This is an optimization exercise on Yosys and OpenROAD, whose aim is small area and a short achievable clock period, not a production implementation. Function was checked by simulation only, so behaviour that the tests miss may differ from the original. No activity file was given, so power comes from the tool's default toggle rates.

==> flow/design.v (outline; a module is shown in full before it is edited, if it fits) <==
// module alu_decode: 76 lines
// module alu_fx_arith: 963 lines
// module alu_fx_sat: 82 lines
// module alu_bit_ops: 25 lines
// module alu_result: 59 lines
// module alu_top: 88 lines
module alu_top
#(
    parameter int INT_W  = alu_fx_pkg::INT_W_DEF,
    parameter int FRAC_W = alu_fx_pkg::FRAC_W_DEF,
    parameter int DATA_W = INT_W + FRAC_W
) (
    input  logic              i_clk,
    input  logic              i_rst_n,
    input  logic [DATA_W-1:0] i_data_a,
    input  logic [DATA_W-1:0] i_data_b,
    input  logic [alu_op_pkg::OP_W-1:0]   i_inst,
    output logic              o_busy,
    output logic              o_valid,
    output logic [DATA_W-1:0] o_data
);
  // ...
==> flow/flow/run.sh <==
#!/bin/bash
# The standard layout (standard.sh: same synthesis, constraints, clock
# period and steps) with two of ORFS's own settings changed:
#  - every port still gets its buffer, but a sky130_fd_sc_hd__buf_2 instead
#    of the clkdlybuf4s50_1 that buffer_ports picks by default;
set -euo pipefail
bash standard.sh SETUP_SLACK_MARGIN=5.25 "BUFFER_PORTS_ARGS=-buffer_cell sky130_fd_sc_hd__buf_2" finish > standard_flow.log 2>&1
==> flow/standard.sh <==
#!/bin/bash
# synth_recipe.tcl (not shown) runs the flow's synth.tcl, then flattens the netlist and writes it again
# the make line also repeats each setting of config.mk as NAME=value (left out here)
make -C /OpenROAD-flow-scripts/flow DESIGN_CONFIG=/design/flow/config.mk WORK_HOME=/design/flow/orfs CLKGATE_MAP_FILE= SYNTH_SCRIPT=/design/flow/synth_recipe.tcl "${@:-finish}"
==> flow/config.mk <==
export PLATFORM = sky130hd
export DESIGN_NAME = alu_top
export DESIGN_NICKNAME = alu_top
export VERILOG_FILES = /design/flow/design.v
export SDC_FILE = /design/flow/constraint.sdc
export NUM_CORES = 4
export LEC_CHECK = 0
export ABC_AREA = 1
export CAP_MARGIN = 20
export CORE_MARGIN = 2
export CORE_UTILIZATION = 30
export SLEW_MARGIN = 20
==> flow/constraint.sdc <==
create_clock -name core_clock -period 10.0 [get_ports {i_clk}]
set_input_delay 2.0000 -clock core_clock [delete_from_list [all_inputs] [get_ports {i_clk}]]
set_output_delay 2.0000 -clock core_clock [all_outputs]
set_load 0.01 [all_outputs]
==> results.ini, run 1 <==
[worst_setup_path]
max_stage_delay_ps = 520
reg2reg_from = u_decode.o_b[5]
startpoint = u_result.rc
cp.required_ps = 8000

[run_status]
status = no timing/DRC/antenna violations

[pwr]
combPwrFrac_pct = 65.9
powerComb_w = 0.00154
intPower_w = 0.00118
maxPowerGroup = combinational cells
power.total_w = 0.00234

[clock_tree]
cts_buffer_depth = 2
h-tree-depth = 3
tritoncts = built

[synthesis]
yosysTopAreaCellShare_pct = 21.1
syn-num-nets = 1818
synth_cell_types = 46
synth_top_family_by_area = adder cells

[layout]
final_common_cell = nand2_1
seq_cell_count = 82
bufAreaShareNonClock_pct = 6.21
final_util_pct = 34.9

[timing]
final-hold-violation-count = 0

[global_routing]
grt_pass1_wl_microns = 62000
grt_pass1_vias = 10900
antenna_found_initial = 0

[detailed_routing]
dr.pass1.iters = 6
wl_per_cell_microns = 18.7

[floorplanning]
dieWidth_microns = 201
ios = 56

[place]
post-place-ws_ps = 4040

==> module alu_fx_sat, before the edit <==
module alu_fx_sat (
    input  logic [5:0] s,
    input  logic [8:0] r0,
    input  logic [8:0] r1,
    input  logic        c10,
    input  logic        t25,
    input  logic        fits0,
    input  logic        fits1,
    input  logic        sgn,
    output logic [15:0] o_res
);
    logic [8:0] q_g, q_t, q_s;
    logic [9:0] q_c;
    assign q_g[0] = r0[0] & r1[0];
    assign q_t[0] = r0[0] ^ r1[0];
    assign q_g[1] = r0[1] & r1[1];
    assign q_t[1] = r0[1] ^ r1[1];
    assign q_g[2] = r0[2] & r1[2];
    assign q_t[2] = r0[2] ^ r1[2];
    assign q_g[3] = r0[3] & r1[3];
    assign q_t[3] = r0[3] ^ r1[3];
    assign q_g[4] = r0[4] & r1[4];
    assign q_t[4] = r0[4] ^ r1[4];
    assign q_g[5] = r0[5] & r1[5];
    assign q_t[5] = r0[5] ^ r1[5];
    assign q_g[6] = r0[6] & r1[6];
    assign q_t[6] = r0[6] ^ r1[6];
    assign q_g[7] = r0[7] & r1[7];
    assign q_t[7] = r0[7] ^ r1[7];
    assign q_g[8] = r0[8] & r1[8];
    assign q_t[8] = r0[8] ^ r1[8];
    logic q_gg0, q_pp0;
    assign q_gg0 = q_g[0] | (q_t[0] & c10);
    assign q_pp0 = q_t[0] & 1'b0;
    logic q_gg1, q_pp1;
    assign q_gg1 = q_g[2] | (q_t[2] & q_g[1]);
    assign q_pp1 = q_t[2] & q_t[1];
    logic q_gg2, q_pp2;
    assign q_gg2 = q_g[4] | (q_t[4] & q_g[3]);
    assign q_pp2 = q_t[4] & q_t[3];
    logic q_gg3, q_pp3;
    assign q_gg3 = q_g[6] | (q_t[6] & q_g[5]);
    assign q_pp3 = q_t[6] & q_t[5];
    logic q_gg4, q_pp4;
    assign q_gg4 = q_g[8] | (q_t[8] & q_g[7]);
    assign q_pp4 = q_t[8] & q_t[7];
    logic q_gg5, q_pp5;
    assign q_gg5 = q_g[1] | (q_t[1] & q_gg0);
    assign q_pp5 = q_t[1] & q_pp0;
    logic q_gg6, q_pp6;
    assign q_gg6 = q_gg1 | (q_pp1 & q_gg0);
    assign q_pp6 = q_pp1 & q_pp0;
    logic q_gg7, q_pp7;
    assign q_gg7 = q_g[5] | (q_t[5] & q_gg2);
    assign q_pp7 = q_t[5] & q_pp2;
    logic q_gg8, q_pp8;
    assign q_gg8 = q_gg3 | (q_pp3 & q_gg2);
    assign q_pp8 = q_pp3 & q_pp2;
    logic q_gg9, q_pp9;
    assign q_gg9 = q_g[3] | (q_t[3] & q_gg6);
    assign q_pp9 = q_t[3] & q_pp6;
    logic q_gg10, q_pp10;
    assign q_gg10 = q_gg2 | (q_pp2 & q_gg6);
    assign q_pp10 = q_pp2 & q_pp6;
    logic q_gg11, q_pp11;
    assign q_gg11 = q_gg7 | (q_pp7 & q_gg6);
    assign q_pp11 = q_pp7 & q_pp6;
    logic q_gg12, q_pp12;
    assign q_gg12 = q_gg8 | (q_pp8 & q_gg6);
    assign q_pp12 = q_pp8 & q_pp6;
    logic q_gg13, q_pp13;
    assign q_gg13 = q_g[7] | (q_t[7] & q_gg12);
    assign q_pp13 = q_t[7] & q_pp12;
    logic q_gg14, q_pp14;
    assign q_gg14 = q_gg4 | (q_pp4 & q_gg12);
    assign q_pp14 = q_pp4 & q_pp12;
    assign q_c = {q_gg14, q_gg13, q_gg12, q_gg11, q_gg10, q_gg9, q_gg6, q_gg5, q_gg0, c10};
    assign q_s = q_t ^ q_c[8:0];
    logic fits;
    assign fits = q_c[9] ? fits1 : fits0;
    assign o_res = fits ? {t25 ^ q_c[9], q_s, s} : {sgn, {15{~sgn}}};
endmodule
==> module alu_top, before the edit <==
module alu_top
#(
    parameter int INT_W  = alu_fx_pkg::INT_W_DEF,
    parameter int FRAC_W = alu_fx_pkg::FRAC_W_DEF,
    parameter int DATA_W = INT_W + FRAC_W
) (
    input  logic              i_clk,
    input  logic              i_rst_n,
    input  logic [DATA_W-1:0] i_data_a,
    input  logic [DATA_W-1:0] i_data_b,
    input  logic [alu_op_pkg::OP_W-1:0]   i_inst,
    output logic              o_busy,
    output logic              o_valid,
    output logic [DATA_W-1:0] o_data
);
    logic        exec;
    logic        sub;
    logic        rot;
    logic        lfsr;
    logic [15:0] m;
    logic [15:0] bq;
    logic [15:0] x;
    localparam int LOWK = 6;
    logic [LOWK-1:0]  s;
    logic [14-LOWK:0] r0;
    logic [14-LOWK:0] r1;
    logic        c10;
    logic        t25;
    logic        fits0;
    logic        fits1;
    logic        sgn;
    logic [15:0] rot_res;
    alu_decode u_decode (
        .i_clk    (i_clk),
        .i_rst_n  (i_rst_n),
        .i_data_a (i_data_a),
        .i_data_b (i_data_b),
        .i_inst   (i_inst),
        .i_acc    (o_data),
        .o_busy   (o_busy),
        .o_valid  (o_valid),
        .o_exec   (exec),
        .o_sub    (sub),
        .o_rot    (rot),
        .o_lfsr   (lfsr),
        .o_m      (m),
        .o_b      (bq),
        .o_x      (x)
    );
    alu_fx_arith u_fx_arith (
        .a     (m),
        .bq    (bq),
        .x     (x),
        .sub   (sub),
        .o_s   (s),
        .o_r0  (r0),
        .o_r1  (r1),
        .o_c10 (c10),
        .o_t25 (t25),
        .o_fits0 (fits0),
        .o_fits1 (fits1),
        .o_sgn  (sgn)
    );
    alu_bit_ops u_bit_ops (
        .i_lfsr (lfsr),
        .i_d    (bq[7:0]),
        .i_val  (x),
        .o_res  (rot_res)
    );
    alu_result #(
        .LOWK (LOWK)
    ) u_result (
        .i_clk       (i_clk),
        .i_rst_n     (i_rst_n),
        .i_exec      (exec),
        .i_rot_op    (rot),
        .i_s         (s),
        .i_r0        (r0),
        .i_r1        (r1),
        .i_c         (c10),
        .i_t25       (t25),
        .i_fits0     (fits0),
        .i_fits1     (fits1),
        .i_sgn       (sgn),
        .i_rot_res   (rot_res),
        .o_data      (o_data)
    );
endmodule
==> run 2: changes to the inputs <==
--- a/flow/design.v
+++ b/flow/design.v
@@ -91,19 +91,19 @@
         o_lfsr <= is_lfsr;
     end
 endmodule
 module alu_fx_arith (
     input  logic [15:0] a,
     input  logic [15:0] bq,
     input  logic [15:0] x,
     input  logic        sub,
-    output logic [5:0] o_s,
-    output logic [8:0] o_r0,
-    output logic [8:0] o_r1,
+    output logic [3:0] o_s,
+    output logic [10:0] o_r0,
+    output logic [10:0] o_r1,
     output logic        o_c10,
     output logic        o_t25,
     output logic        o_fits0,
     output logic        o_fits1,
     output logic        o_sgn
 );
     logic neg_0;
     logic one_0;
@@ -994,84 +994,68 @@
     logic lo_gg15, lo_pp15;
     assign lo_gg15 = lo_gg4 | (lo_pp4 & lo_gg13);
     assign lo_pp15 = lo_pp4 & lo_pp13;
     logic lo_gg16, lo_pp16;
     assign lo_gg16 = lo_gg9 | (lo_pp9 & lo_gg13);
     assign lo_pp16 = lo_pp9 & lo_pp13;
     assign lo_c = {lo_gg16, lo_gg15, lo_gg14, lo_gg13, lo_gg12, lo_gg11, lo_gg10, lo_gg6, lo_gg5, lo_gg0, 1'b0};
     assign lo_s = lo_t ^ lo_c[9:0];
-    logic [5:0] md_g, md_t, md_s;
-    logic [6:0] md_c;
+    logic [3:0] md_g, md_t, md_s;
+    logic [4:0] md_c;
     assign md_g[0] = r0[10] & r1[10];
     assign md_t[0] = r0[10] ^ r1[10];
     assign md_g[1] = r0[11] & r1[11];
     assign md_t[1] = r0[11] ^ r1[11];
     assign md_g[2] = r0[12] & r1[12];
     assign md_t[2] = r0[12] ^ r1[12];
     assign md_g[3] = r0[13] & r1[13];
     assign md_t[3] = r0[13] ^ r1[13];
-    assign md_g[4] = r0[14] & r1[14];
-    assign md_t[4] = r0[14] ^ r1[14];
-    assign md_g[5] = r0[15] & r1[15];
-    assign md_t[5] = r0[15] ^ r1[15];
     logic md_gg0, md_pp0;
     assign md_gg0 = md_g[0] | (md_t[0] & lo_c[10]);
     assign md_pp0 = md_t[0] & 1'b0;
     logic md_gg1, md_pp1;
     assign md_gg1 = md_g[2] | (md_t[2] & md_g[1]);
     assign md_pp1 = md_t[2] & md_t[1];
     logic md_gg2, md_pp2;
-    assign md_gg2 = md_g[4] | (md_t[4] & md_g[3]);
-    assign md_pp2 = md_t[4] & md_t[3];
+    assign md_gg2 = md_g[1] | (md_t[1] & md_gg0);
+    assign md_pp2 = md_t[1] & md_pp0;
     logic md_gg3, md_pp3;
-    assign md_gg3 = md_g[1] | (md_t[1] & md_gg0);
-    assign md_pp3 = md_t[1] & md_pp0;
+    assign md_gg3 = md_gg1 | (md_pp1 & md_gg0);
+    assign md_pp3 = md_pp1 & md_pp0;
     logic md_gg4, md_pp4;
-    assign md_gg4 = md_gg1 | (md_pp1 & md_gg0);
-    assign md_pp4 = md_pp1 & md_pp0;
-    logic md_gg5, md_pp5;
-    assign md_gg5 = md_g[5] | (md_t[5] & md_gg2);
-    assign md_pp5 = md_t[5] & md_pp2;
-    logic md_gg6, md_pp6;
-    assign md_gg6 = md_g[3] | (md_t[3] & md_gg4);
-    assign md_pp6 = md_t[3] & md_pp4;
-    logic md_gg7, md_pp7;
-    assign md_gg7 = md_gg2 | (md_pp2 & md_gg4);
-    assign md_pp7 = md_pp2 & md_pp4;
-    logic md_gg8, md_pp8;
-    assign md_gg8 = md_gg5 | (md_pp5 & md_gg4);
-    assign md_pp8 = md_pp5 & md_pp4;
-    assign md_c = {md_gg8, md_gg7, md_gg6, md_gg4, md_gg3, md_gg0, lo_c[10]};
-    assign md_s = md_t ^ md_c[5:0];
+    assign md_gg4 = md_g[3] | (md_t[3] & md_gg3);
+    assign md_pp4 = md_t[3] & md_pp3;
+    assign md_c = {md_gg4, md_gg3, md_gg2, md_gg0, lo_c[10]};
+    assign md_s = md_t ^ md_c[3:0];
     assign o_s   = md_s;
-    assign o_c10 = md_c[6];    
-    assign o_r0  = r0[24:16];
-    assign o_r1  = r1[24:16];
+    assign o_c10 = md_c[4];    
+    assign o_r0  = r0[24:14];
+    assign o_r1  = r1[24:14];
     logic [6:0] hi0, hi1;
     assign hi0 = r0[31:25] + r1[31:25];
     assign hi1 = r0[31:25] + r1[31:25] + 7'd1;
     assign o_t25   = hi0[0];
     assign o_fits0 = (&hi0) | ~(|hi0);
     assign o_fits1 = (&hi1) | ~(|hi1);
     assign o_sgn   = hi0[6];
 endmodule
 module alu_fx_sat (
-    input  logic [5:0] s,
-    input  logic [8:0] r0,
-    input  logic [8:0] r1,
+    input  logic [3:0] s,
+    input  logic [10:0] r0,
+    input  logic [10:0] r1,
     input  logic        c10,
     input  logic        t25,
     input  logic        fits0,
     input  logic        fits1,
     input  logic        sgn,
     output logic [15:0] o_res
 );
-    logic [8:0] q_g, q_t, q_s;
-    logic [9:0] q_c;
+    logic [10:0] q_g, q_t, q_s;
+    logic [11:0] q_c;
     assign q_g[0] = r0[0] & r1[0];
     assign q_t[0] = r0[0] ^ r1[0];
     assign q_g[1] = r0[1] & r1[1];
     assign q_t[1] = r0[1] ^ r1[1];
     assign q_g[2] = r0[2] & r1[2];
     assign q_t[2] = r0[2] ^ r1[2];
     assign q_g[3] = r0[3] & r1[3];
     assign q_t[3] = r0[3] ^ r1[3];
@@ -1080,66 +1064,85 @@
     assign q_g[5] = r0[5] & r1[5];
     assign q_t[5] = r0[5] ^ r1[5];
     assign q_g[6] = r0[6] & r1[6];
     assign q_t[6] = r0[6] ^ r1[6];
     assign q_g[7] = r0[7] & r1[7];
     assign q_t[7] = r0[7] ^ r1[7];
     assign q_g[8] = r0[8] & r1[8];
     assign q_t[8] = r0[8] ^ r1[8];
+    assign q_g[9] = r0[9] & r1[9];
+    assign q_t[9] = r0[9] ^ r1[9];
+    assign q_g[10] = r0[10] & r1[10];
+    assign q_t[10] = r0[10] ^ r1[10];
     logic q_gg0, q_pp0;
     assign q_gg0 = q_g[0] | (q_t[0] & c10);
     assign q_pp0 = q_t[0] & 1'b0;
     logic q_gg1, q_pp1;
     assign q_gg1 = q_g[2] | (q_t[2] & q_g[1]);
     assign q_pp1 = q_t[2] & q_t[1];
     logic q_gg2, q_pp2;
     assign q_gg2 = q_g[4] | (q_t[4] & q_g[3]);
     assign q_pp2 = q_t[4] & q_t[3];
     logic q_gg3, q_pp3;
     assign q_gg3 = q_g[6] | (q_t[6] & q_g[5]);
     assign q_pp3 = q_t[6] & q_t[5];
     logic q_gg4, q_pp4;
     assign q_gg4 = q_g[8] | (q_t[8] & q_g[7]);
     assign q_pp4 = q_t[8] & q_t[7];
     logic q_gg5, q_pp5;
-    assign q_gg5 = q_g[1] | (q_t[1] & q_gg0);
-    assign q_pp5 = q_t[1] & q_pp0;
+    assign q_gg5 = q_g[10] | (q_t[10] & q_g[9]);
+    assign q_pp5 = q_t[10] & q_t[9];
     logic q_gg6, q_pp6;
-    assign q_gg6 = q_gg1 | (q_pp1 & q_gg0);
-    assign q_pp6 = q_pp1 & q_pp0;
+    assign q_gg6 = q_g[1] | (q_t[1] & q_gg0);
+    assign q_pp6 = q_t[1] & q_pp0;
     logic q_gg7, q_pp7;
-    assign q_gg7 = q_g[5] | (q_t[5] & q_gg2);
-    assign q_pp7 = q_t[5] & q_pp2;
+    assign q_gg7 = q_gg1 | (q_pp1 & q_gg0);
+    assign q_pp7 = q_pp1 & q_pp0;
     logic q_gg8, q_pp8;
-    assign q_gg8 = q_gg3 | (q_pp3 & q_gg2);
-    assign q_pp8 = q_pp3 & q_pp2;
+    assign q_gg8 = q_g[5] | (q_t[5] & q_gg2);
+    assign q_pp8 = q_t[5] & q_pp2;
     logic q_gg9, q_pp9;
-    assign q_gg9 = q_g[3] | (q_t[3] & q_gg6);
-    assign q_pp9 = q_t[3] & q_pp6;
+    assign q_gg9 = q_gg3 | (q_pp3 & q_gg2);
+    assign q_pp9 = q_pp3 & q_pp2;
     logic q_gg10, q_pp10;
-    assign q_gg10 = q_gg2 | (q_pp2 & q_gg6);
-    assign q_pp10 = q_pp2 & q_pp6;
+    assign q_gg10 = q_g[9] | (q_t[9] & q_gg4);
+    assign q_pp10 = q_t[9] & q_pp4;
     logic q_gg11, q_pp11;
-    assign q_gg11 = q_gg7 | (q_pp7 & q_gg6);
-    assign q_pp11 = q_pp7 & q_pp6;
+    assign q_gg11 = q_gg5 | (q_pp5 & q_gg4);
+    assign q_pp11 = q_pp5 & q_pp4;
     logic q_gg12, q_pp12;
-    assign q_gg12 = q_gg8 | (q_pp8 & q_gg6);
-    assign q_pp12 = q_pp8 & q_pp6;
+    assign q_gg12 = q_g[3] | (q_t[3] & q_gg7);
+    assign q_pp12 = q_t[3] & q_pp7;
     logic q_gg13, q_pp13;
-    assign q_gg13 = q_g[7] | (q_t[7] & q_gg12);
-    assign q_pp13 = q_t[7] & q_pp12;
+    assign q_gg13 = q_gg2 | (q_pp2 & q_gg7);
+    assign q_pp13 = q_pp2 & q_pp7;
     logic q_gg14, q_pp14;
-    assign q_gg14 = q_gg4 | (q_pp4 & q_gg12);
-    assign q_pp14 = q_pp4 & q_pp12;
-    assign q_c = {q_gg14, q_gg13, q_gg12, q_gg11, q_gg10, q_gg9, q_gg6, q_gg5, q_gg0, c10};
-    assign q_s = q_t ^ q_c[8:0];
+    assign q_gg14 = q_gg8 | (q_pp8 & q_gg7);
+    assign q_pp14 = q_pp8 & q_pp7;
+    logic q_gg15, q_pp15;
+    assign q_gg15 = q_gg9 | (q_pp9 & q_gg7);
+    assign q_pp15 = q_pp9 & q_pp7;
+    logic q_gg16, q_pp16;
+    assign q_gg16 = q_g[7] | (q_t[7] & q_gg15);
+    assign q_pp16 = q_t[7] & q_pp15;
+    logic q_gg17, q_pp17;
+    assign q_gg17 = q_gg4 | (q_pp4 & q_gg15);
+    assign q_pp17 = q_pp4 & q_pp15;
+    logic q_gg18, q_pp18;
+    assign q_gg18 = q_gg10 | (q_pp10 & q_gg15);
+    assign q_pp18 = q_pp10 & q_pp15;
+    logic q_gg19, q_pp19;
+    assign q_gg19 = q_gg11 | (q_pp11 & q_gg15);
+    assign q_pp19 = q_pp11 & q_pp15;
+    assign q_c = {q_gg19, q_gg18, q_gg17, q_gg16, q_gg15, q_gg14, q_gg13, q_gg12, q_gg7, q_gg6, q_gg0, c10};
+    assign q_s = q_t ^ q_c[10:0];
     logic fits;
-    assign fits = q_c[9] ? fits1 : fits0;
-    assign o_res = fits ? {t25 ^ q_c[9], q_s, s} : {sgn, {15{~sgn}}};
+    assign fits = q_c[11] ? fits1 : fits0;
+    assign o_res = fits ? {t25 ^ q_c[11], q_s, s} : {sgn, {15{~sgn}}};
 endmodule
 module alu_bit_ops (
     input  logic        i_lfsr,
     input  logic [7:0]  i_d,
     input  logic [15:0] i_val,
     output logic [15:0] o_res
 );
     logic [4:0]  i_amt;
@@ -1237,17 +1240,17 @@
 );
     logic        exec;
     logic        sub;
     logic        rot;
     logic        lfsr;
     logic [15:0] m;
     logic [15:0] bq;
     logic [15:0] x;
-    localparam int LOWK = 6;
+    localparam int LOWK = 4;
     logic [LOWK-1:0]  s;
     logic [14-LOWK:0] r0;
     logic [14-LOWK:0] r1;
     logic        c10;
     logic        t25;
     logic        fits0;
     logic        fits1;
     logic        sgn;
==> flow/config.mk (replaced) <==
export PLATFORM = sky130hd
export DESIGN_NAME = alu_top
export DESIGN_NICKNAME = alu_top
export VERILOG_FILES = /design/flow/design.v
export SDC_FILE = /design/flow/constraint.sdc
export NUM_CORES = 4
export LEC_CHECK = 0
export ABC_AREA = 1
export CAP_MARGIN = 20
export CORE_MARGIN = 2
export CORE_UTILIZATION = 40
export SLEW_MARGIN = 20
==> run 2 against run 1 <==
- critical path depth fell by 3
- final area decreased by 1.4%
- highest routed layer unchanged
- setup slack lost 130 ps
- utilization increased by 11 points
- via count down 3.5%
- largest cell class unchanged
==> results.ini, run 2 <==
[worst_setup_path]
max_stage_delay_ps = 410  ; -110 ps
path_cells = ha_1 -> a21oi_1 -> inv_1 -> a221oi_4 -> nand2_2 -> nand2_1 -> nand2_4 -> buf_12 -> o21ai_4 -> buf_2
cp.required_ps = 8000  ; about the same
worstPathMaxFanout = 6
worst_setup_path_end_kind = output pin
crit_arrival_ps = 2740
crit_type = flop to output pin
cp_top_family = compound AO/OA/AOI/OAI gates
worst_path_max_delay_cell = dfrtp_1
critPathLaunchType = flop
path_buf_inv = 3

[global_routing]
grt-ovfl-total = 0
antenna_found_initial = 0  ; unchanged
grt_max_degree = 38
grt_pass1_wl_microns = 60800  ; -2.0%
track_usage_pct = 25.7
grt_pass1_vias = 10400  ; -4.9%

[timing]
fin_crit_sh_pct = 47.4
finalSetupViolCount = 0
final-hold-violation-count = 0  ; unchanged
fin_ws_ps = 5260
rsz0062_at_grt = yes
clock.fmax_mhz = 211
fin_setup_tns_ps = 0
drv_slew = 0
whs_ps = 485
fin_crit_ps = 4740
slew_headroom_pct = 33.9
finClkSkew_ps = 14.6
tightest_slew_ps = 990

[worst_hold_path]
min_path_type = flop to flop

[clock_tree]
cts.sinks = 84
holdBufCountCts = 0
tritoncts = built
h-tree-depth = 3  ; unchanged
clk_latency_ps = 370
clkTransAtPathRegs_ps = 70
cts_made_buffers = 9
cts_buffer_depth = 2  ; unchanged
clock-root-buffer = clkbuf_16

[floorplanning]
die_area_sq_mm = 0.0307
start_util_pct = 40.8
ios = 56  ; unchanged
core.rowCount = 62
coreArea_sq_mm = 0.0288
die-height_microns = 175
dieWidth_microns = 175  ; -13%

[synthesis]
syn-num-nets = 1804  ; -0.77%
yosysTopAreaCellShare_pct = 21.0  ; -0.17 points
synthArstFlopShare_pct = 39.3
synth_cell_types = 47  ; +2.2%
synth.most_common_cell = nand2_1
synth_area_per_cell_sq_um = 7.39
synth_top_area_cell = fa_1
yosys_warnings = 6
synth_flop_cell = dfxtp_1
ys_seq_elements = 84
synthTopCellsByCount = nand2_1 (287), inv_1 (247), xor2_1 (136)
syn_area_sq_mm = 0.0117
synth_area_leaders = fa_1 (21%), xor2_1 (10%), nand2_1 (9.2%)
ys_seq_area_share_pct = 15.7
synthCells = 1589
synth_edf_count = 0

[place]
hpwlAfterDp_microns = 31100
post-place-ws_ps = 4270  ; +227 ps
portBuffers = 55
globalplace.congestion = 0.999
dp.cells = 1952
placed_area_sq_mm = 0.0122

[pwr]
cellLeakagePower_nw = 6.61
powerDensity_mw_per_mm2 = 183
ir_worst_vdd_mv = 0.0964

[layout]
antenna_cells = 0
fin_area_sq_mm = 0.0132
drive_above_1_share_pct = 14.4
layout_common_cells = nand2_1 (273), inv_1 (233), xor2_1 (135), nand3_1 (131), o22ai_1 (125)
stdcell_count = 2020
nNetsFinal = 1846
final_common_cell = nand2_1
syn_to_final_growth_pct = 12.6
reg_top3 = u_decode.o_b (16), u_decode.o_m (16), u_decode.o_x (16)

[detailed_routing]
wl_per_cell_microns = 19.6  ; +4.9%
dr.pass1.iters = 6  ; unchanged
viasPerCell = 5.41
drtIter0Drc = 1250
final_antenna_net_count = 0
drc = 0
dr_total_vias = 10900
wl_microns = 39700

[run_status]
status = no timing/DRC/antenna violations

[run]
maxCapViolCount = 0

-- run 2: path summary, 6_finish.rpt --
check / slack, ps / from / cells past startpoint / end
worst max-delay path: 5260 / u_result.rq1[8] / 10 / o_data[14]
worst min-delay path: 480 / u_decode.state[1] / 2 / u_decode.state[1]
worst max register to register: 5470 / u_decode.o_b[11] / 19 / u_result.rs[3]
worst min register to register: 480 / u_decode.state[1] / 2 / u_decode.state[1]
max in group asynchronous: 7770 / i_rst_n / 1 / u_result.rq1[1]
min in group asynchronous: 1720 / i_rst_n / 1 / u_result.rq0[6]
-- run 2: tightest hold or removal path, stage by stage (launching register included) --
cell and delay, ps:
dfrtp_1 340, inv_1 50, nand2_1 60
-- run 2: layer usage --
metal  GRT usage [%]  vias to the layer above  wire length, microns
met3            3.87                       57                  3480
met2            40.9                      478                 17900
li1                -                     5225                     -
met5               0                        -                     0
met4            6.56                        0                   973
met1            36.6                     5177                 17300
-- run 2: layout make-up --
cell class                      count  area, sq um
Multi-Input combinational cell   1164         8820
Inverter                          259         1010
Fill cell                        2886        15600
Sequential cell                    84         1880
Clock inverter                      7         66.3
Timing Repair Buffer              113          746
Clock buffer                        9          225
Tap cell                          384          480
-- run 2: through the flow --
stage	util [%]	total power, W
global route	46.0	0.00261
CTS	44.4	0.00232
finish	46.0	0.00242
detailed placement	42.2	0.00191
floorplan	-	0.00141
global placement	42.2	0.00188
-- run 2: cell families after synthesis --
| family | after synthesis | share of synthesized area (%) |
|---|---|---|
| buffers and inverters | 342 | 11.6 |
| DFF | 84 | 15.7 |
| and+or+nand+nor | 540 | 20.2 |
| adders and majority gates | 177 | 26.7 |
| AOI/OAI and AO/OA | 301 | 14.9 |
| xor gates and xnor gates | 145 | 10.8 |
-- run 2: power breakdown --
part,internal (W),switching (W)
registers,0.000392,0.0000535
logic,0.000620,0.00101
clock network,0.000175,0.000168
total,0.00119,0.00124
-- run 2: what timing repair did --
action,in CTS,in global routing
gates cloned,0,1
setup buffers,16,35
pin swaps,5,11
endpoints found under the setup margin,28,24
gates resized for setup,53,42

==> what the ideal ports hide <==
In the flow no input, the clock included, has a driving cell. The finished layouts below were timed again as built, in two steps.
Step 1 (the two cells are an assumption about what drives the block):
set clk [get_ports {i_clk}]
set_driving_cell -lib_cell sky130_fd_sc_hd__clkbuf_16 $clk
set_driving_cell -lib_cell sky130_fd_sc_hd__buf_2 [delete_from_list [all_inputs] $clk]
Step 2 adds t to the input delays and takes it off the output delays; t is the mean of the earliest and latest rising clock arrival at the registers after step 1. Input paths then give back, and output paths get back, about the clock's delay inside the block.
Slacks: no drivers / after step 1 / after step 2; pairs: no drivers / after step 1.
run | t, ns | setup slack, ns | hold slack, ns
run 1 | 0.405 | 5.395 / 5.346 / 5.084 | 0.474 / 0.474 / 0.474
run 2 | 0.404 | 5.265 / 5.220 / 5.064 | 0.485 / 0.485 / 0.485
After both steps setup and hold are still met in every run listed. The setup slack of run 1, which loses most, moves by -0.049 ns with the drivers and by -0.311 ns with both steps.
